This is an optimization exercise on Yosys and OpenROAD, whose aim is small area, a short achievable clock period and few clock cycles, not a production implementation.
No run shown here included a check of the RTL's function; only the layout flow was run.
Power and IR drop assume default switching activity.

$ cat design/flow/design.v
package dctq_rle_pkg;
  localparam int DW_DEFAULT = 9;
  function automatic logic [5:0] zz(input logic [5:0] i);
    case (i)
      6'd0 : zz = 6'd0;
      6'd1 : zz = 6'd1;
      6'd2 : zz = 6'd8;
      6'd3 : zz = 6'd16;
      6'd4 : zz = 6'd9;
      6'd5 : zz = 6'd2;
      6'd6 : zz = 6'd3;
      6'd7 : zz = 6'd10;
      6'd8 : zz = 6'd17;
      6'd9 : zz = 6'd24;
      6'd10: zz = 6'd32;
      6'd11: zz = 6'd25;
      6'd12: zz = 6'd18;
      6'd13: zz = 6'd11;
      6'd14: zz = 6'd4;
      6'd15: zz = 6'd5;
      6'd16: zz = 6'd12;
      6'd17: zz = 6'd19;
      6'd18: zz = 6'd26;
      6'd19: zz = 6'd33;
      6'd20: zz = 6'd40;
      6'd21: zz = 6'd48;
      6'd22: zz = 6'd41;
      6'd23: zz = 6'd34;
      6'd24: zz = 6'd27;
      6'd25: zz = 6'd20;
      6'd26: zz = 6'd13;
      6'd27: zz = 6'd6;
      6'd28: zz = 6'd7;
      6'd29: zz = 6'd14;
      6'd30: zz = 6'd21;
      6'd31: zz = 6'd28;
      6'd32: zz = 6'd35;
      6'd33: zz = 6'd42;
      6'd34: zz = 6'd49;
      6'd35: zz = 6'd56;
      6'd36: zz = 6'd57;
      6'd37: zz = 6'd50;
      6'd38: zz = 6'd43;
      6'd39: zz = 6'd36;
      6'd40: zz = 6'd29;
      6'd41: zz = 6'd22;
      6'd42: zz = 6'd15;
      6'd43: zz = 6'd23;
      6'd44: zz = 6'd30;
      6'd45: zz = 6'd37;
      6'd46: zz = 6'd44;
      6'd47: zz = 6'd51;
      6'd48: zz = 6'd58;
      6'd49: zz = 6'd59;
      6'd50: zz = 6'd52;
      6'd51: zz = 6'd45;
      6'd52: zz = 6'd38;
      6'd53: zz = 6'd31;
      6'd54: zz = 6'd39;
      6'd55: zz = 6'd46;
      6'd56: zz = 6'd53;
      6'd57: zz = 6'd60;
      6'd58: zz = 6'd61;
      6'd59: zz = 6'd54;
      6'd60: zz = 6'd47;
      6'd61: zz = 6'd55;
      6'd62: zz = 6'd62;
      6'd63: zz = 6'd63;
      default: zz = 6'd0;
    endcase
  endfunction
  function automatic logic [5:0] maxr(input logic [5:0] i);
    case (i)
      6'd0 : maxr = 6'd0;
      6'd1 : maxr = 6'd1;
      6'd2 : maxr = 6'd8;
      6'd3 : maxr = 6'd16;
      6'd4 : maxr = 6'd16;
      6'd5 : maxr = 6'd16;
      6'd6 : maxr = 6'd16;
      6'd7 : maxr = 6'd16;
      6'd8 : maxr = 6'd17;
      6'd9 : maxr = 6'd24;
      6'd10: maxr = 6'd32;
      6'd11: maxr = 6'd32;
      6'd12: maxr = 6'd32;
      6'd13: maxr = 6'd32;
      6'd14: maxr = 6'd32;
      6'd15: maxr = 6'd32;
      6'd16: maxr = 6'd32;
      6'd17: maxr = 6'd32;
      6'd18: maxr = 6'd32;
      6'd19: maxr = 6'd33;
      6'd20: maxr = 6'd40;
      6'd21: maxr = 6'd48;
      6'd22: maxr = 6'd48;
      6'd23: maxr = 6'd48;
      6'd24: maxr = 6'd48;
      6'd25: maxr = 6'd48;
      6'd26: maxr = 6'd48;
      6'd27: maxr = 6'd48;
      6'd28: maxr = 6'd48;
      6'd29: maxr = 6'd48;
      6'd30: maxr = 6'd48;
      6'd31: maxr = 6'd48;
      6'd32: maxr = 6'd48;
      6'd33: maxr = 6'd48;
      6'd34: maxr = 6'd49;
      6'd35: maxr = 6'd56;
      6'd36: maxr = 6'd57;
      6'd37: maxr = 6'd57;
      6'd38: maxr = 6'd57;
      6'd39: maxr = 6'd57;
      6'd40: maxr = 6'd57;
      6'd41: maxr = 6'd57;
      6'd42: maxr = 6'd57;
      6'd43: maxr = 6'd57;
      6'd44: maxr = 6'd57;
      6'd45: maxr = 6'd57;
      6'd46: maxr = 6'd57;
      6'd47: maxr = 6'd57;
      6'd48: maxr = 6'd58;
      6'd49: maxr = 6'd59;
      6'd50: maxr = 6'd59;
      6'd51: maxr = 6'd59;
      6'd52: maxr = 6'd59;
      6'd53: maxr = 6'd59;
      6'd54: maxr = 6'd59;
      6'd55: maxr = 6'd59;
      6'd56: maxr = 6'd59;
      6'd57: maxr = 6'd60;
      6'd58: maxr = 6'd61;
      6'd59: maxr = 6'd61;
      6'd60: maxr = 6'd61;
      6'd61: maxr = 6'd61;
      6'd62: maxr = 6'd62;
      6'd63: maxr = 6'd63;
      default: maxr = 6'd0;
    endcase
  endfunction
endpackage
module dctq_pingpong_ram #(
  parameter int DW = 9
) (
  input  logic          clk,
  input  logic          wr_en,
  input  logic          wr_bank,
  input  logic [5:0]    wr_addr,    
  input  logic [DW-1:0] wr_dat,
  input  logic [1:0]    clr,        
  output logic [63:0]   nz0,        
  output logic [63:0]   nz1,        
  input  logic [15:0]   rd_g0,      
  input  logic [15:0]   rd_g1,      
  input  logic [7:0]    rd_i,       
  output logic [4*DW-1:0] rd_part    
);
  logic [DW-1:0] s0 [64];
  logic [DW-1:0] s1 [64];
  logic [DW-1:0] m0 [64];
  logic [DW-1:0] m1 [64];
  logic [63:0]   hit;
  logic [DW-1:0] wd0, wd1;
  assign wd0 = wr_dat & {DW{wr_en & ~wr_bank}};
  assign wd1 = wr_dat & {DW{wr_en & wr_bank}};
  for (genvar p = 0; p < 64; p++) begin : g_ent
    assign hit[p] = (wr_addr == dctq_rle_pkg::zz(6'(p)));
    always_ff @(posedge clk) begin
      s0[p] <= (s0[p] | {DW{clr[0]}}) & ~({DW{hit[p]}} & wd0);
    end
    always_ff @(posedge clk) begin
      s1[p] <= (s1[p] | {DW{clr[1]}}) & ~({DW{hit[p]}} & wd1);
    end
    assign m0[p]  = ~s0[p];
    assign m1[p]  = ~s1[p];
    assign nz0[p] = |m0[p];
    assign nz1[p] = |m1[p];
  end
  logic [DW-1:0] iw0 [8];
  logic [DW-1:0] iw1 [8];
  logic [DW-1:0] part [4];
  always_comb begin
    for (int i = 0; i < 8; i++) begin
      iw0[i] = '0;
      iw1[i] = '0;
      for (int j = 0; j < 8; j++) begin
        iw0[i] = iw0[i] | ({DW{rd_g0[8*(i/4)+j]}} & m0[8*j+i]);
        iw1[i] = iw1[i] | ({DW{rd_g1[8*(i/4)+j]}} & m1[8*j+i]);
      end
    end
    for (int q = 0; q < 4; q++) part[q] = '0;
    for (int i = 0; i < 8; i++) begin
      part[i/4]     = part[i/4]     | ({DW{rd_i[i]}} & iw0[i]);
      part[2 + i/4] = part[2 + i/4] | ({DW{rd_i[i]}} & iw1[i]);
    end
  end
  always_ff @(posedge clk) begin
    rd_part <= {part[3], part[2], part[1], part[0]};
  end
endmodule
module dctq_rle_encoder #(
  parameter int DW = dctq_rle_pkg::DW_DEFAULT
) (
  input  logic          clk,
  input  logic          reset_n,
  input  logic [DW-1:0] dctq,
  input  logic          dctq_valid,
  input  logic [5:0]    addr,
  output logic          hold,
  output logic          rle_valid,
  output logic [5:0]    rle_run,
  output logic [DW-1:0] rle_level,
  output logic          rle_last,
  input  logic          rle_ready,
  output logic          overrun
);
  logic          wb_q, wb_d;
  logic [5:0]    wcnt_q, wcnt_d;
  logic          inord_q, inord_d;    
  logic [1:0]    full_q, full_d, full_set, full_clr;
  logic          hold_q, hold_d;
  logic          overrun_q, overrun_d;
  logic          wr_en, wr_tok, wr_done;
  logic [1:0]    clr_q;               
  logic [1:0]    tok_q;               
  logic [6:0]    owe_q [2];           
  logic [6:0]    owe_d [2];
  logic          rb_q, rb_d;
  logic [7:0]    g0_q, g0_d;          
  logic [7:0]    g1_q, g1_d;          
  logic [2:0]    gb_q, gb_d;          
  logic [7:0]    rem_q, rem_d;        
  logic          sdone_q, sdone_d;    
  logic          eobw_q, eobw_d;      
  logic          kill_q, kill_d;      
  logic [7:0]    a8_q, a8_d;          
  logic          gava_q, gava_d;      
  logic          t_v_q, t_v_d;
  logic [15:0]   t_g0_q, t_g0_d;      
  logic [15:0]   t_g1_q, t_g1_d;      
  logic [7:0]    t_i_q, t_i_d;
  logic [5:0]    t_p_q, t_p_d;        
  logic          t_rd_q;              
  logic [6:0]    st_q, st_d;          
  logic          rle_valid_q, rle_valid_d;
  logic [5:0]    rle_run_q, rle_run_d;
  logic [DW-1:0] rle_level_q, rle_level_d;
  logic          rle_last_q, rle_last_d;
  logic [63:0]   nz0, nz1, avail, avail_d;
  logic [7:0]    c8, cand, first;
  logic [2:0]    fi;
  logic          found, gavail, more, adv, lo;
  logic          out_free, t_load, eob_load, eob_full, eob_fast, t_move, owed;
  logic [DW-1:0] coef;
  logic [4*DW-1:0] rd_part;
  dctq_pingpong_ram #(.DW(DW)) u_ram (
    .clk     (clk),
    .wr_en   (wr_en),
    .wr_bank (wb_q),
    .wr_addr (addr),
    .wr_dat  (dctq),
    .clr     (clr_q),
    .nz0     (nz0),
    .nz1     (nz1),
    .rd_g0   (t_g0_q),
    .rd_g1   (t_g1_q),
    .rd_i    (t_i_q),
    .rd_part (rd_part)
  );
  always_comb begin
    wr_en     = dctq_valid & ~hold_q;
    wr_tok    = wr_en & ((addr == 6'd0) | (|dctq));
    wr_done   = wr_en & (wcnt_q == 6'd63);
    wb_d      = wb_q;
    wcnt_d    = wcnt_q;
    inord_d   = inord_q;
    full_set  = 2'b00;
    overrun_d = overrun_q | (dctq_valid & hold_q);
    if (wr_en) begin
      if (wcnt_q == 6'd63) begin
        full_set[wb_q] = 1'b1;
        wb_d           = ~wb_q;
        wcnt_d         = 6'd0;
        inord_d        = 1'b1;
      end else begin
        wcnt_d  = wcnt_q + 6'd1;
        inord_d = inord_q & (addr == wcnt_q);
      end
    end
    full_d = (full_q | full_set) & ~full_clr;
    hold_d = full_d[wb_d];
  end
  always_comb begin
    for (int p = 0; p < 64; p++) begin
      avail_d[p] = full_d[rb_d] | (inord_d & (wcnt_d > dctq_rle_pkg::maxr(6'(p))));
    end
  end
  always_comb begin
    a8_d   = '0;
    gava_d = 1'b0;
    for (int j = 0; j < 8; j++) begin
      for (int i = 0; i < 8; i++) begin
        a8_d[i] = a8_d[i] | (avail[8*j+i] & ((8*j+i == 0) ? (g0_q[j] | g1_q[j]) :
                                             ((g0_q[j] & nz0[8*j+i]) | (g1_q[j] & nz1[8*j+i]))));
      end
      gava_d = gava_d | ((g0_q[j] | g1_q[j]) & avail[8*j+7]);
    end
  end
  always_comb begin
    c8     = a8_q;
    gavail = ~kill_q & gava_q;
    cand   = c8 & rem_q & {8{~kill_q}};
    first  = cand & ~(cand - 8'd1);
    found  = |cand;
    lo     = |cand[3:0];
    more   = |(cand & ~first);
    adv    = gavail & ~more & ~sdone_q;
    fi     = '0;
    for (int i = 7; i >= 0; i--) if (cand[i]) fi = 3'(i);
  end
  always_comb begin
    coef     = rd_part[0 +: DW] | rd_part[DW +: DW] | rd_part[2*DW +: DW] | rd_part[3*DW +: DW];
    out_free = ~rle_valid_q | rle_ready;
    t_load   = t_v_q & t_rd_q & out_free;
    owed     = (owe_q[rb_q] != 7'd0) | tok_q[rb_q];
    eob_full = ~t_v_q & ~eobw_q & full_q[rb_q] & (~owed | sdone_q);
    eob_fast = ~t_v_q & ~eobw_q & ~owed & inord_q & (wcnt_q == 6'd63) & ~hold_q;
    eob_load = out_free & (eob_full | (eob_fast & dctq_valid & ~(|dctq)));
    t_move   = ~t_v_q | t_load;
    rb_d        = rb_q;
    g0_d        = g0_q;
    g1_d        = g1_q;
    gb_d        = gb_q;
    rem_d       = rem_q;
    sdone_d     = sdone_q;
    eobw_d      = eobw_q;
    kill_d      = 1'b0;
    t_v_d       = t_v_q & ~t_load;
    t_g0_d      = t_g0_q;
    t_g1_d      = t_g1_q;
    t_i_d       = t_i_q;
    t_p_d       = t_p_q;
    st_d        = st_q;
    full_clr    = 2'b00;
    rle_valid_d = rle_valid_q & ~rle_ready;
    rle_run_d   = out_free ? 6'd0 : rle_run_q;
    rle_level_d = out_free ? '0 : rle_level_q;
    rle_last_d  = rle_last_q & ~out_free;
    for (int b = 0; b < 2; b++) begin
      owe_d[b] = owe_q[b];
      if (tok_q[b] && !(t_load && rb_q == 1'(b))) owe_d[b] = owe_q[b] + 7'd1;
      if (!tok_q[b] && t_load && rb_q == 1'(b))   owe_d[b] = owe_q[b] - 7'd1;
    end
    if (!eobw_q && t_move) begin
      if (found && !sdone_q) begin
        t_v_d  = 1'b1;
        t_g0_d = {g0_q & {8{~lo}}, g0_q & {8{lo}}};
        t_g1_d = {g1_q & {8{~lo}}, g1_q & {8{lo}}};
        t_i_d  = first;
        t_p_d  = {gb_q, fi};
        rem_d  = rem_q & ~first;
      end
      if (adv) begin
        kill_d = 1'b1;
        g0_d  = {g0_q[6:0], 1'b0};
        g1_d  = {g1_q[6:0], 1'b0};
        gb_d  = gb_q + 3'd1;
        rem_d = 8'hFF;
        if (gb_q == 3'd7) sdone_d = 1'b1;
      end
    end
    if (t_load) begin
      rle_valid_d = 1'b1;
      rle_run_d   = t_p_q - st_q[5:0];
      rle_level_d = coef;
      rle_last_d  = 1'b0;
      st_d        = {1'b0, t_p_q} + 7'd1;
    end else if (eob_load) begin
      rle_valid_d = 1'b1;
      rle_last_d  = 1'b1;
      eobw_d      = 1'b1;
    end
    if (eobw_q && rle_ready) begin
      full_clr[rb_q] = 1'b1;
      owe_d[rb_q]    = 7'd0;
      rb_d           = ~rb_q;
      g0_d           = {7'd0, rb_q};
      g1_d           = {7'd0, ~rb_q};
      gb_d           = 3'd0;
      rem_d          = 8'hFF;
      sdone_d        = 1'b0;
      st_d           = 7'd0;
      eobw_d         = 1'b0;
      kill_d         = 1'b1;
    end
  end
  always_ff @(posedge clk) begin
    if (!reset_n) begin
      wb_q        <= 1'b0;
      wcnt_q      <= 6'd0;
      inord_q     <= 1'b1;
      full_q      <= 2'b00;
      hold_q      <= 1'b0;
      overrun_q   <= 1'b0;
      tok_q       <= 2'b00;
      owe_q[0]    <= 7'd0;
      owe_q[1]    <= 7'd0;
      rb_q        <= 1'b0;
      g0_q        <= 8'd1;
      g1_q        <= 8'd0;
      gb_q        <= 3'd0;
      rem_q       <= 8'hFF;
      sdone_q     <= 1'b0;
      eobw_q      <= 1'b0;
      kill_q      <= 1'b1;
      t_v_q       <= 1'b0;
      t_g0_q      <= 16'd0;
      t_g1_q      <= 16'd0;
      t_i_q       <= 8'd0;
      t_p_q       <= 6'd0;
      st_q        <= 7'd0;
      rle_valid_q <= 1'b0;
      rle_run_q   <= 6'd0;
      rle_level_q <= '0;
      rle_last_q  <= 1'b0;
    end else begin
      wb_q        <= wb_d;
      wcnt_q      <= wcnt_d;
      inord_q     <= inord_d;
      full_q      <= full_d;
      hold_q      <= hold_d;
      overrun_q   <= overrun_d;
      tok_q       <= {wr_tok & wb_q, wr_tok & ~wb_q};
      owe_q[0]    <= owe_d[0];
      owe_q[1]    <= owe_d[1];
      rb_q        <= rb_d;
      g0_q        <= g0_d;
      g1_q        <= g1_d;
      gb_q        <= gb_d;
      rem_q       <= rem_d;
      sdone_q     <= sdone_d;
      eobw_q      <= eobw_d;
      kill_q      <= kill_d;
      t_v_q       <= t_v_d;
      t_g0_q      <= t_g0_d;
      t_g1_q      <= t_g1_d;
      t_i_q       <= t_i_d;
      t_p_q       <= t_p_d;
      st_q        <= st_d;
      rle_valid_q <= rle_valid_d;
      rle_run_q   <= rle_run_d;
      rle_level_q <= rle_level_d;
      rle_last_q  <= rle_last_d;
    end
  end
  always_ff @(posedge clk) begin
    if (!reset_n) avail <= '0;
    else          avail <= avail_d;
  end
  always_ff @(posedge clk) begin
    if (!reset_n) t_rd_q <= 1'b0;
    else          t_rd_q <= t_v_q & ~t_load;
  end
  always_ff @(posedge clk) begin
    clr_q <= {~reset_n | (eobw_q & rle_ready & rb_q), ~reset_n | (eobw_q & rle_ready & ~rb_q)};
  end
  always_ff @(posedge clk) begin
    a8_q   <= a8_d;
    gava_q <= gava_d;
  end
  assign hold      = hold_q;
  assign overrun   = overrun_q;
  assign rle_valid = rle_valid_q;
  assign rle_run   = rle_run_q;
  assign rle_level = rle_level_q;
  assign rle_last  = rle_last_q;
endmodule
$ cat design/flow/run.sh
#!/bin/bash
# synth_recipe.tcl (not shown) runs the flow's synth.tcl, then flattens the netlist and writes it again
# the make line also repeats each setting of config.mk as NAME=value (left out here)
make -C /OpenROAD-flow-scripts/flow DESIGN_CONFIG=/design/flow/config.mk WORK_HOME=/design/flow/orfs CLKGATE_MAP_FILE= SYNTH_SCRIPT=/design/flow/synth_recipe.tcl finish
$ cat design/flow/config.mk
export PLATFORM = sky130hd
export DESIGN_NAME = dctq_rle_encoder
export DESIGN_NICKNAME = dctq_rle_encoder
export VERILOG_FILES = /design/flow/design.v
export SDC_FILE = /design/flow/constraint.sdc
export NUM_CORES = 4
export LEC_CHECK = 0
export CAP_MARGIN = 20
export CORE_MARGIN = 2
export CORE_UTILIZATION = 30
export CTS_CLUSTER_DIAMETER = 100
export CTS_CLUSTER_SIZE = 30
export SETUP_SLACK_MARGIN = 3.2
export SLEW_MARGIN = 20
$ cat design/flow/constraint.sdc
create_clock -name core_clock -period 5.5 [get_ports {clk}]
set_input_delay 1.1000 -clock core_clock [delete_from_list [all_inputs] [get_ports {clk}]]
set_output_delay 1.1000 -clock core_clock [all_outputs]
set_load 0.01 [all_outputs]
==> results.sh, run 1 <==
export IMPL_outcome="finished clean"
export IMPL_critPathArrivalTime_ns=2.83
export IMPL_hold_path_class="flop to flop"
export IMPL_clock_sinks=1348
export IMPL_clock_skew_ns=0.05727
export IMPL_rr_worst_depth=4
export IMPL_synth_net_count=6213
export IMPL_worstSetupEndpoint="a8_q[2]$_DFF_P_"
export IMPL_worstSetupStartpointType="flop"
export IMPL_root_buffer="clkbuf_16"
export IMPL_dp_hpwl_mm=130.8
export IMPL_final_hold_viol_count=0
export IMPL_clk_pin_slew_ns=0.12
export IMPL_synth_edf_count=0
export IMPL_rows=152
export IMPL_async_flop_share=0
export IMPL_fin_crit_ns=2.379
export IMPL_grt_first_pass_wirelength_mm=300.3
export IMPL_insertion_delay_ns=0.73
export IMPL_hold_ws_ns=0.4678
export IMPL_fin_area_um2=57520
export IMPL_io_pins=38
export IMPL_clock_path_buffers=3
export IMPL_final_max_slew_violation_count=0
export IMPL_synthFlopType="dfxtp_1"
export IMPL_ys_warn_count=11
export IMPL_critPathRequiredTime_ns=5.95
export IMPL_postRouteAntennaNets=0
export IMPL_die_y_um=418.2
export IMPL_cp_end_kind="flop"
export IMPL_p_per_area_nw_per_um2=269.5
export IMPL_slew_headroom=0.1441
export IMPL_coreArea_um2=171000
export IMPL_die_area_um2=174900
export IMPL_areaGrowthSynthToFinish_pct=11.76
export IMPL_synth_top_area_cell="dfxtp_1"
export IMPL_mostFrequentLayoutCells="dfxtp_1 (1315), nor2_1 (1289), a21oi_1 (1189)"
export IMPL_nets=5997
export IMPL_dr_first_iter_drc_count=7751
export IMPL_rr_endpoint="a8_q[2]$_DFF_P_"
export IMPL_tritoncts="done"
export IMPL_setup_tns_final_ns=0
export IMPL_h_tree_depth=2
export IMPL_track_usage=0.2245
export IMPL_grt_overflow_total=0
export IMPL_setup_viol=0
export IMPL_max_cap_viol_count=0
export IMPL_seq_area_um2=27040
export IMPL_synth_area_per_cell_um2=8.333
export IMPL_layout_commonest_cell="dfxtp_1"
export IMPL_layout_drive_gt1_share=0.08425
export IMPL_rsz0062_at_grt="yes"
export IMPL_crit_start="g0_q[0]$_SDFFE_PN1P_"
export IMPL_gp_congestion=0.9561
export IMPL_die_x_um=418.2
export IMPL_synth_cell_types=74
export IMPL_fill_cells=17550
export IMPL_initial_core_util=0.3010
export IMPL_synth_area_leaders="dfxtp_1 (52%), a21oi_1 (12%), nor2_1 (9.6%)"
export IMPL_ys_seq_elements=1348
export IMPL_drt_wl_total_mm=206.5
export IMPL_post_drt_via_cell_ratio=5.987
export IMPL_dpl_cell_area_um2=53960
export IMPL_vias=49140
export IMPL_fin_crit_sh=0.4325
export IMPL_grt_max_degree=246
export IMPL_seq_area_frac_synth=0.5243
export IMPL_cp_max_fo=8
export IMPL_peakVddDrop_v=0.0002890
export IMPL_drc_errors=0
export IMPL_port_buffers=37
export IMPL_numCtsBuffers=52
export IMPL_max_freq_mhz=420.4
export IMPL_synthCells=6176
export IMPL_r2r_start="g0_q[0]$_SDFFE_PN1P_"
export IMPL_antenna_found_initial=12
export IMPL_path_class="flop to flop"
export IMPL_grt_pass1_vias=44380
export IMPL_synth_top_area_share=0.5243
export IMPL_r2r_setup_slack_ns=3.12
export IMPL_p_leak_nw=21.95
export IMPL_multi_input_area_um2=23530
export IMPL_power_mw=15.50
export IMPL_tightest_slew_ns=1.267
export IMPL_post_drt_wl_per_cell_um=25.15
export IMPL_synth_area_um2=51470
export IMPL_drt_first_pass_iters=9
synth_stat cells, drive strengths merged, types with 4 or more instances:
library cell,number
a211oi,8
a21o,19
a21oi,1190
a222oi,9
a22oi,52
a31oi,5
a32oi,4
and2,7
and3,24
buf,226
clkbuf,275
clkinv,33
dfxtp,1348
ha,17
inv,22
mux2i,17
nand2,234
nand2b,7
nand3,159
nand4,181
nor2,1328
nor2b,7
nor3,18
nor4,5
o21a,4
o21ai,39
o22ai,578
o31ai,121
o41ai,155
or2,5
xnor2,21
xor2,10
worst min path at each step:
| stage | start | end | slack, ns | cells after the start |
|---|---|---|---|---|
| floorplan | st_q[1]$_SDFFE_PP0P_ | st_q[1]$_SDFFE_PP0P_ | 0.44 | 2 |
| global placement | rle_level_q[0]$_SDFFE_PN0P_ | rle_level_q[0]$_SDFFE_PN0P_ | 0.45 | 2 |
| detailed placement | rle_level_q[0]$_SDFFE_PN0P_ | rle_level_q[0]$_SDFFE_PN0P_ | 0.45 | 2 |
| CTS | rle_level_q[0]$_SDFFE_PN0P_ | rle_level_q[0]$_SDFFE_PN0P_ | 0.46 | 2 |
| global route | rle_level_q[1]$_SDFFE_PN0P_ | rle_level_q[1]$_SDFFE_PN0P_ | 0.49 | 2 |
| finish | rle_level_q[0]$_SDFFE_PN0P_ | rle_level_q[0]$_SDFFE_PN0P_ | 0.47 | 2 |
power breakdown:
group          switching (mW)  total, mW  internal (mW)
clock                    3.16       5.08           1.92
combinational           0.441      0.570          0.129
sequential             0.0568       9.85           9.80
total                    3.66       15.5           11.8
registers in the layout, summed over array words and instances (netlist names), 9 cells and up, named ones only:
name           cells
avail             19
owe_q             14
rle_level_q        9
t_g0_q            16
t_g1_q            16
u_ram.rd_part     36
u_ram.s0         576
u_ram.s1         576
stage by stage:
step / cells / worst slack, ns / utilization
2_1_floorplan: 6176 / 3.055 / -
3_5_place_dp: 8069 / 1.585 / 0.3156
6_report: 8208 / 3.121 / 0.3364
5_1_grt: 8204 / 3.162 / 0.3363
4_1_cts: 8193 / 3.157 / 0.3343
3_3_place_gp: 8069 / 1.626 / 0.3155
critical path: stages, from the launching register on:
cell     delay [ns]
dfxtp_1        0.45
inv_1          0.76
o21ai_0        0.28
a22oi_1        0.23
nand3_1        0.39
cell type report:
class	instances	area share
flip-flops and latches	1348	0.4702
multi-input cells	4289	0.4091
well taps	2233	0.04858
repair buffers	214	0.04170
clock buffers	56	0.02380
inverters	55	0.004003
clock inverters	8	0.002393
diodes	5	0.0002175
what timing repair did:
action / CTS / global route
pin swaps: 59 / 15
endpoints found under the hold margin: 0 / 0
cloned: 18 / 1
endpoints found under the setup margin: 1333 / 323
hold buffers: 0 / 0
gates resized for setup: 314 / 62
buffers inserted: 42 / 6
cells by family (layout without fill, tap and decap cells):
| kind of cell | Yosys count | after routing | synth area share |
|---|---|---|---|
| AND/OR/NAND/NOR | 1992 | 2009 | 0.1639 |
| flip-flops | 1348 | 1348 | 0.5243 |
| XOR/XNOR | 31 | 31 | 0.005276 |
| other | 0 | 5 | 0 |
| multiplexers | 20 | 20 | 0.003963 |
| buffers and inverters | 556 | 333 | 0.04427 |
| AO/OA/AOI/OAI | 2211 | 2211 | 0.2537 |
| adder cells (fa/ha/maj) | 18 | 18 | 0.004522 |
metal layers:
metal,track usage,part of all wire
met4,0.1201,0.059
met1,0.2980,0.40
met3,0.04833,0.11
met2,0.3396,0.44
met5,0,0.000044
==> inputs of run 2 (changes only) <==
--- a/design/flow/design.v
+++ b/design/flow/design.v
@@ -147,55 +147,35 @@
   input  logic          wr_bank,
   input  logic [5:0]    wr_addr,    
   input  logic [DW-1:0] wr_dat,
-  input  logic [1:0]    clr,        
   output logic [63:0]   nz0,        
   output logic [63:0]   nz1,        
-  input  logic [15:0]   rd_g0,      
-  input  logic [15:0]   rd_g1,      
+  input  logic [7:0]    rd_g0,      
+  input  logic [7:0]    rd_g1,      
   input  logic [7:0]    rd_i,       
-  output logic [4*DW-1:0] rd_part    
+  output logic [DW-1:0] rd_dat
 );
-  logic [DW-1:0] s0 [64];
-  logic [DW-1:0] s1 [64];
   logic [DW-1:0] m0 [64];
   logic [DW-1:0] m1 [64];
   logic [63:0]   hit;
-  logic [DW-1:0] wd0, wd1;
-  assign wd0 = wr_dat & {DW{wr_en & ~wr_bank}};
-  assign wd1 = wr_dat & {DW{wr_en & wr_bank}};
   for (genvar p = 0; p < 64; p++) begin : g_ent
     assign hit[p] = (wr_addr == dctq_rle_pkg::zz(6'(p)));
     always_ff @(posedge clk) begin
-      s0[p] <= (s0[p] | {DW{clr[0]}}) & ~({DW{hit[p]}} & wd0);
+      if (wr_en && hit[p] && !wr_bank) m0[p] <= wr_dat;
     end
     always_ff @(posedge clk) begin
-      s1[p] <= (s1[p] | {DW{clr[1]}}) & ~({DW{hit[p]}} & wd1);
+      if (wr_en && hit[p] && wr_bank) m1[p] <= wr_dat;
     end
-    assign m0[p]  = ~s0[p];
-    assign m1[p]  = ~s1[p];
     assign nz0[p] = |m0[p];
     assign nz1[p] = |m1[p];
   end
-  logic [DW-1:0] iw0 [8];
-  logic [DW-1:0] iw1 [8];
-  logic [DW-1:0] part [4];
   always_comb begin
-    for (int i = 0; i < 8; i++) begin
-      iw0[i] = '0;
-      iw1[i] = '0;
-      for (int j = 0; j < 8; j++) begin
-        iw0[i] = iw0[i] | ({DW{rd_g0[8*(i/4)+j]}} & m0[8*j+i]);
-        iw1[i] = iw1[i] | ({DW{rd_g1[8*(i/4)+j]}} & m1[8*j+i]);
+    rd_dat = '0;
+    for (int j = 0; j < 8; j++) begin
+      for (int i = 0; i < 8; i++) begin
+        rd_dat = rd_dat | ({DW{rd_g0[j] & rd_i[i]}} & m0[8*j+i])
+                        | ({DW{rd_g1[j] & rd_i[i]}} & m1[8*j+i]);
       end
     end
-    for (int q = 0; q < 4; q++) part[q] = '0;
-    for (int i = 0; i < 8; i++) begin
-      part[i/4]     = part[i/4]     | ({DW{rd_i[i]}} & iw0[i]);
-      part[2 + i/4] = part[2 + i/4] | ({DW{rd_i[i]}} & iw1[i]);
-    end
-  end
-  always_ff @(posedge clk) begin
-    rd_part <= {part[3], part[2], part[1], part[0]};
   end
 endmodule
 module dctq_rle_encoder #(
@@ -221,7 +201,6 @@
   logic          hold_q, hold_d;
   logic          overrun_q, overrun_d;
   logic          wr_en, wr_tok, wr_done;
-  logic [1:0]    clr_q;               
   logic [1:0]    tok_q;               
   logic [6:0]    owe_q [2];           
   logic [6:0]    owe_d [2];
@@ -233,39 +212,39 @@
   logic          sdone_q, sdone_d;    
   logic          eobw_q, eobw_d;      
   logic          kill_q, kill_d;      
-  logic [7:0]    a8_q, a8_d;          
-  logic          gava_q, gava_d;      
+  logic          adv_q;               
+  logic [7:0]    a8_q, b8_q;          
+  logic          gava_q, gavb_q;      
+  logic [7:0]    a8_d, b8_d;
+  logic          gava_d, gavb_d;
   logic          t_v_q, t_v_d;
-  logic [15:0]   t_g0_q, t_g0_d;      
-  logic [15:0]   t_g1_q, t_g1_d;      
+  logic [7:0]    t_g0_q, t_g0_d;
+  logic [7:0]    t_g1_q, t_g1_d;
   logic [7:0]    t_i_q, t_i_d;
   logic [5:0]    t_p_q, t_p_d;        
-  logic          t_rd_q;              
   logic [6:0]    st_q, st_d;          
   logic          rle_valid_q, rle_valid_d;
   logic [5:0]    rle_run_q, rle_run_d;
   logic [DW-1:0] rle_level_q, rle_level_d;
   logic          rle_last_q, rle_last_d;
-  logic [63:0]   nz0, nz1, avail, avail_d;
+  logic [63:0]   nz0, nz1, avail;
   logic [7:0]    c8, cand, first;
   logic [2:0]    fi;
-  logic          found, gavail, more, adv, lo;
-  logic          out_free, t_load, eob_load, eob_full, eob_fast, t_move, owed;
+  logic          found, gavail, more, adv;
+  logic          out_free, t_load, eob_load, t_move, owed;
   logic [DW-1:0] coef;
-  logic [4*DW-1:0] rd_part;
   dctq_pingpong_ram #(.DW(DW)) u_ram (
     .clk     (clk),
     .wr_en   (wr_en),
     .wr_bank (wb_q),
     .wr_addr (addr),
     .wr_dat  (dctq),
-    .clr     (clr_q),
     .nz0     (nz0),
     .nz1     (nz1),
     .rd_g0   (t_g0_q),
     .rd_g1   (t_g1_q),
     .rd_i    (t_i_q),
-    .rd_part (rd_part)
+    .rd_dat  (coef)
   );
   always_comb begin
     wr_en     = dctq_valid & ~hold_q;
@@ -292,40 +271,43 @@
   end
   always_comb begin
     for (int p = 0; p < 64; p++) begin
-      avail_d[p] = full_d[rb_d] | (inord_d & (wcnt_d > dctq_rle_pkg::maxr(6'(p))));
+      avail[p] = full_q[rb_q] | (inord_q & (wcnt_q > dctq_rle_pkg::maxr(6'(p))));
     end
   end
   always_comb begin
     a8_d   = '0;
+    b8_d   = '0;
     gava_d = 1'b0;
+    gavb_d = 1'b0;
     for (int j = 0; j < 8; j++) begin
       for (int i = 0; i < 8; i++) begin
         a8_d[i] = a8_d[i] | (avail[8*j+i] & ((8*j+i == 0) ? (g0_q[j] | g1_q[j]) :
                                              ((g0_q[j] & nz0[8*j+i]) | (g1_q[j] & nz1[8*j+i]))));
+        if (j < 7) b8_d[i] = b8_d[i] | (avail[8*j+8+i] &
+                                        ((g0_q[j] & nz0[8*j+8+i]) | (g1_q[j] & nz1[8*j+8+i])));
       end
       gava_d = gava_d | ((g0_q[j] | g1_q[j]) & avail[8*j+7]);
+      if (j < 7) gavb_d = gavb_d | ((g0_q[j] | g1_q[j]) & avail[8*j+15]);
     end
   end
   always_comb begin
-    c8     = a8_q;
-    gavail = ~kill_q & gava_q;
+    c8     = adv_q ? b8_q : a8_q;
+    gavail = ~kill_q & (adv_q ? gavb_q : gava_q);
     cand   = c8 & rem_q & {8{~kill_q}};
     first  = cand & ~(cand - 8'd1);
     found  = |cand;
-    lo     = |cand[3:0];
     more   = |(cand & ~first);
     adv    = gavail & ~more & ~sdone_q;
     fi     = '0;
     for (int i = 7; i >= 0; i--) if (cand[i]) fi = 3'(i);
   end
   always_comb begin
-    coef     = rd_part[0 +: DW] | rd_part[DW +: DW] | rd_part[2*DW +: DW] | rd_part[3*DW +: DW];
     out_free = ~rle_valid_q | rle_ready;
-    t_load   = t_v_q & t_rd_q & out_free;
+    t_load   = t_v_q & out_free;
     owed     = (owe_q[rb_q] != 7'd0) | tok_q[rb_q];
-    eob_full = ~t_v_q & ~eobw_q & full_q[rb_q] & (~owed | sdone_q);
-    eob_fast = ~t_v_q & ~eobw_q & ~owed & inord_q & (wcnt_q == 6'd63) & ~hold_q;
-    eob_load = out_free & (eob_full | (eob_fast & dctq_valid & ~(|dctq)));
+    eob_load = out_free & ~t_v_q & ~eobw_q &
+               ((full_q[rb_q] & (~owed | sdone_q)) |
+                (~full_q[rb_q] & wr_done & ~wr_tok & ~owed));
     t_move   = ~t_v_q | t_load;
     rb_d        = rb_q;
     g0_d        = g0_q;
@@ -343,9 +325,9 @@
     st_d        = st_q;
     full_clr    = 2'b00;
     rle_valid_d = rle_valid_q & ~rle_ready;
-    rle_run_d   = out_free ? 6'd0 : rle_run_q;
-    rle_level_d = out_free ? '0 : rle_level_q;
-    rle_last_d  = rle_last_q & ~out_free;
+    rle_run_d   = rle_run_q;
+    rle_level_d = rle_level_q;
+    rle_last_d  = rle_last_q;
     for (int b = 0; b < 2; b++) begin
       owe_d[b] = owe_q[b];
       if (tok_q[b] && !(t_load && rb_q == 1'(b))) owe_d[b] = owe_q[b] + 7'd1;
@@ -354,14 +336,13 @@
     if (!eobw_q && t_move) begin
       if (found && !sdone_q) begin
         t_v_d  = 1'b1;
-        t_g0_d = {g0_q & {8{~lo}}, g0_q & {8{lo}}};
-        t_g1_d = {g1_q & {8{~lo}}, g1_q & {8{lo}}};
+        t_g0_d = g0_q;
+        t_g1_d = g1_q;
         t_i_d  = first;
         t_p_d  = {gb_q, fi};
         rem_d  = rem_q & ~first;
       end
       if (adv) begin
-        kill_d = 1'b1;
         g0_d  = {g0_q[6:0], 1'b0};
         g1_d  = {g1_q[6:0], 1'b0};
         gb_d  = gb_q + 3'd1;
@@ -377,6 +358,8 @@
       st_d        = {1'b0, t_p_q} + 7'd1;
     end else if (eob_load) begin
       rle_valid_d = 1'b1;
+      rle_run_d   = 6'd0;
+      rle_level_d = '0;
       rle_last_d  = 1'b1;
       eobw_d      = 1'b1;
     end
@@ -414,8 +397,8 @@
       eobw_q      <= 1'b0;
       kill_q      <= 1'b1;
       t_v_q       <= 1'b0;
-      t_g0_q      <= 16'd0;
-      t_g1_q      <= 16'd0;
+      t_g0_q      <= 8'd0;
+      t_g1_q      <= 8'd0;
       t_i_q       <= 8'd0;
       t_p_q       <= 6'd0;
       st_q        <= 7'd0;
@@ -454,19 +437,11 @@
     end
   end
   always_ff @(posedge clk) begin
-    if (!reset_n) avail <= '0;
-    else          avail <= avail_d;
-  end
-  always_ff @(posedge clk) begin
-    if (!reset_n) t_rd_q <= 1'b0;
-    else          t_rd_q <= t_v_q & ~t_load;
-  end
-  always_ff @(posedge clk) begin
-    clr_q <= {~reset_n | (eobw_q & rle_ready & rb_q), ~reset_n | (eobw_q & rle_ready & ~rb_q)};
-  end
-  always_ff @(posedge clk) begin
     a8_q   <= a8_d;
+    b8_q   <= b8_d;
     gava_q <= gava_d;
+    gavb_q <= gavb_d;
+    adv_q  <= (gb_d != gb_q) & ~kill_d;
   end
   assign hold      = hold_q;
   assign overrun   = overrun_q;
--- a/design/flow/config.mk
+++ b/design/flow/config.mk
@@ -7,8 +7,6 @@
 export LEC_CHECK = 0
 export CAP_MARGIN = 20
 export CORE_MARGIN = 2
-export CORE_UTILIZATION = 30
-export CTS_CLUSTER_DIAMETER = 100
-export CTS_CLUSTER_SIZE = 30
-export SETUP_SLACK_MARGIN = 3.2
+export CORE_UTILIZATION = 40
+export SETUP_SLACK_MARGIN = 2.0
 export SLEW_MARGIN = 20
==> run 2 against run 1 <==
Against the previous run: register-to-register slack got worse by 1.4 ns; non-clock buffer count rose by 50; global-route usage rose by 28 points; total power rose by 36%; combinational power rose by 18%; cell area rose by 6.7%; clock skew fell by 0.022 ns; sequential share of layout area rose by 14 points; sequential cell count fell by 64; largest cell class unchanged; die area fell by 23%; final cell count fell by 27%; clock-buffer cell count rose by 131; still clean on timing, DRC and antenna.
==> results.sh, run 2 <==
export IMPL_outcome="finished clean"
export IMPL_postCtsSetupBuffers=0
export IMPL_grt_first_pass_wirelength_mm=434.3
export IMPL_clock_sinks=1284
export IMPL_fin_crit_ns=3.782
export IMPL_dp_hpwl_mm=262.0
export IMPL_fill_cells=11640
export IMPL_hold_path_class="flop to flop"
export IMPL_synth_net_count=4024
export IMPL_ys_seq_elements=1284
export IMPL_cp_max_fo=21
export IMPL_synth_cell_types=74
export IMPL_grt_max_degree=60
export IMPL_peakVddDrop_v=0.0002656
export IMPL_drt_wl_total_mm=348.3
export IMPL_whs_path_depth=2
export IMPL_async_flop_share=0
export IMPL_post_drt_via_cell_ratio=7.556
export IMPL_hp_start="rle_last_q$_SDFFE_PP0P_"
export IMPL_root_buffer="clkbuf_16"
export IMPL_areaGrowthSynthToFinish_pct=16.01
export IMPL_synth_area_um2=52890
export IMPL_synth_top_area_share=0.6540
export IMPL_p_leak_nw=18.10
export IMPL_synthFlopType="edfxtp_1"
export IMPL_die_y_um=367.6
export IMPL_antenna_found_initial=58
export IMPL_drc_errors=0
export IMPL_dr_first_iter_drc_count=10750
export IMPL_synth_area_leaders="edfxtp_1 (65%), a22oi_1 (6.9%), dfxtp_1 (5.0%)"
export IMPL_numCtsBuffers=141
export IMPL_setup_viol=0
export IMPL_netlist_top_cells_count="edfxtp_1 (1152), a22oi_1 (484), nand3_1 (370), nor2_1 (339), nor4_1 (164)"
export IMPL_postLayoutCoreUtil=0.4674
export IMPL_r2r_setup_slack_ns=1.72
export IMPL_drt_first_pass_iters=10
export IMPL_top_regs="u_ram.m0 (576), u_ram.m1 (576), owe_q (14)"
export IMPL_path_cells="buf_4, and3_1, a31oi_1, nand4_1, nor4b_1, buf_4, nand4_1, buf_4, a22o_1"
export IMPL_rr_endpoint="rle_level_q[4]$_SDFFE_PN0P_"
export IMPL_max_stage_delay_ns=0.68
export IMPL_clock_skew_ns=0.03506
export IMPL_r2r_start="t_i_q[6]$_SDFFE_PN0P_"
export IMPL_path_class="flop to flop"
export IMPL_tightest_slew_ns=1.392
export IMPL_final_max_slew_violation_count=0
export IMPL_layout_commonest_cell="edfxtp_1"
export IMPL_mostFrequentLayoutCells="edfxtp_1 (1152), a22oi_1 (478), nand3_1 (367)"
export IMPL_die_x_um=367.6
export IMPL_tritoncts="done"
export IMPL_critPathTopFamily="simple AND/OR/NAND/NOR gates"
export IMPL_synthCells=3987
export IMPL_fin_crit_sh=0.6876
export IMPL_grt_pass1_vias=39760
export IMPL_vias=45550
export IMPL_synth_area_per_cell_um2=13.27
export IMPL_layout_drive_gt1_share=0.1356
export IMPL_synth_edf_count=1152
export IMPL_insertion_delay_ns=0.81
export IMPL_max_cap_viol_count=0
export IMPL_cpMostUsedCell="buf_4"
export IMPL_critPathRequiredTime_ns=6.18
export IMPL_port_buffers=37
export IMPL_gp_congestion=1.136
export IMPL_postRouteAntennaNets=0
export IMPL_clk_pin_slew_ns=0.06
export IMPL_final_hold_viol_count=0
export IMPL_coreArea_um2=131300
export IMPL_rsz0062_at_grt="yes"
export IMPL_post_drt_wl_per_cell_um=57.76
export IMPL_grt_overflow_total=0
export IMPL_h_tree_depth=4
export IMPL_hold_ws_ns=0.4518
export IMPL_synth_top_area_cell="edfxtp_1"
export IMPL_clock_path_buffers=3
export IMPL_slew_headroom=0.06867
export IMPL_worstSetupStartpointType="flop"
export IMPL_rows=133
export IMPL_yosysMostFrequentCell="edfxtp_1"
export IMPL_die_area_um2=135200
export IMPL_critPathArrivalTime_ns=4.46
export IMPL_cp_end_kind="flop"
export IMPL_track_usage=0.5051
export IMPL_ys_warn_count=6
export IMPL_cts_hold_buf=0
export IMPL_p_per_area_nw_per_um2=343.5
export IMPL_max_freq_mhz=264.4
export IMPL_initial_core_util=0.4029
export IMPL_seq_area_frac_synth=0.7040
export IMPL_nets=4173
export IMPL_slowest_stage="nor4b_1"
export IMPL_holdPathEnd="rle_last_q$_SDFFE_PP0P_"
export IMPL_setup_tns_final_ns=0
export IMPL_rr_worst_depth=9
export IMPL_io_pins=38
export IMPL_crit_buf_inv=3
## run 2: how the worst max path moves through the flow
| stage | cells after the start | from | slack, ns | to |
|---|---|---|---|---|
| global route | 5 | dctq_valid | 1.79 | u_ram.m0[22][0]$_DFFE_PP_ |
| finish | 9 | t_i_q[6]$_SDFFE_PN0P_ | 1.72 | rle_level_q[4]$_SDFFE_PN0P_ |
| floorplan | 9 | addr[0] | 2.62 | rle_run_q[1]$_SDFFE_PN0P_ |
| CTS | 8 | t_g1_q[7]$_SDFFE_PN0P_ | 1.87 | rle_level_q[6]$_SDFFE_PN0P_ |
| global placement | 6 | dctq_valid | 1.03 | u_ram.m0[61][4]$_DFFE_PP_ |
| detailed placement | 6 | dctq_valid | 1.05 | u_ram.m0[61][5]$_DFFE_PP_ |
## run 2: what timing repair did
item,CTS,global route
resized for setup,15,39
pin swaps,0,1
endpoints found under the hold margin,0,0
setup endpoints to repair,133,478
## run 2: per-stage QoR
step                      area, µm²  cells  power [mW]  worst slack [ns]
final                         61360   6029       21.08             1.718
after global routing          61300   6003       21.38             1.792
after CTS                     61120   5999       20.99             1.872
after detailed placement      56410   5745       11.54             1.054
after global placement        56380   5744       11.55             1.032
after floorplan               52890   3987       11.08             2.620
## run 2: area by class of cell
cell class / count / area (µm²) / area share
flip-flops and latches: 1284 / 37280 / 0.6076
multi-input cells: 2396 / 14770 / 0.2407
clock buffers: 187 / 3865 / 0.06298
repair buffers: 264 / 2222 / 0.03621
well taps: 1755 / 2196 / 0.03578
clock inverters: 67 / 769.5 / 0.01254
inverters: 49 / 187.7 / 0.003058
diodes: 27 / 67.56 / 0.001101
## run 2: tightest hold or removal path, delay by kind of cell, from the launching register on
kind / cells / cell delay (ns)
AOI/OAI and AO/OA: 1 / 0.05
DFF: 1 / 0.31
buffers and inverters: 1 / 0.05
## run 2: cells by family after synthesis
group | synth area share
simple gates | 0.1223
fa+ha+maj | 0.004400
buf+inv | 0.02276
mux | 0.002720
compound gates | 0.1384
flops | 0.7040
xor+xnor | 0.005464
## run 2: routing by layer
metal,GRT usage,wire length [µm],vias up
li1,-,-,16470
met1,0.6183,121400,23030
met2,0.6760,136300,4839
met3,0.2393,54910,1176
met4,0.4014,35240,36
met5,0.004274,398,-
## run 2: power breakdown
part           switching (mW)  leakage (nW)  total (mW)  internal, mW
sequential             0.0590          11.4        10.7          10.7
clock                    4.11          2.26        9.70          5.59
combinational           0.553          4.39       0.673         0.119

[re-timing with driven ports]
Ports are ideal in the flow. The routed layouts listed here were re-timed in OpenROAD. Step 1, drivers: a clkbuf_16 drives clk and a buf_2 each remaining input, both assumed. Step 2 adds t to the input delays and takes it off the output delays; t is the mean of the earliest and latest rising clock arrival at the registers after step 1. Input paths then give back, and output paths get back, about the clock's delay inside the block. Three values: ideal, step 1, step 2; two values: the first two.
run | shift t [ns] | setup WS [ns] | worst setup path after step 2 | latest minus earliest clock arrival (ns)
run 1 | 0.785 | 3.121 / 3.099 / 2.338 | input to register | 0.068 / 0.068
run 2 | 0.874 | 1.718 / 1.718 / 0.923 | input to register | 0.038 / 0.038
After both steps every run listed still meets setup and hold. The setup slack of run 2, which loses most, moves by 0.000 ns with the drivers and by -0.795 ns with both steps.
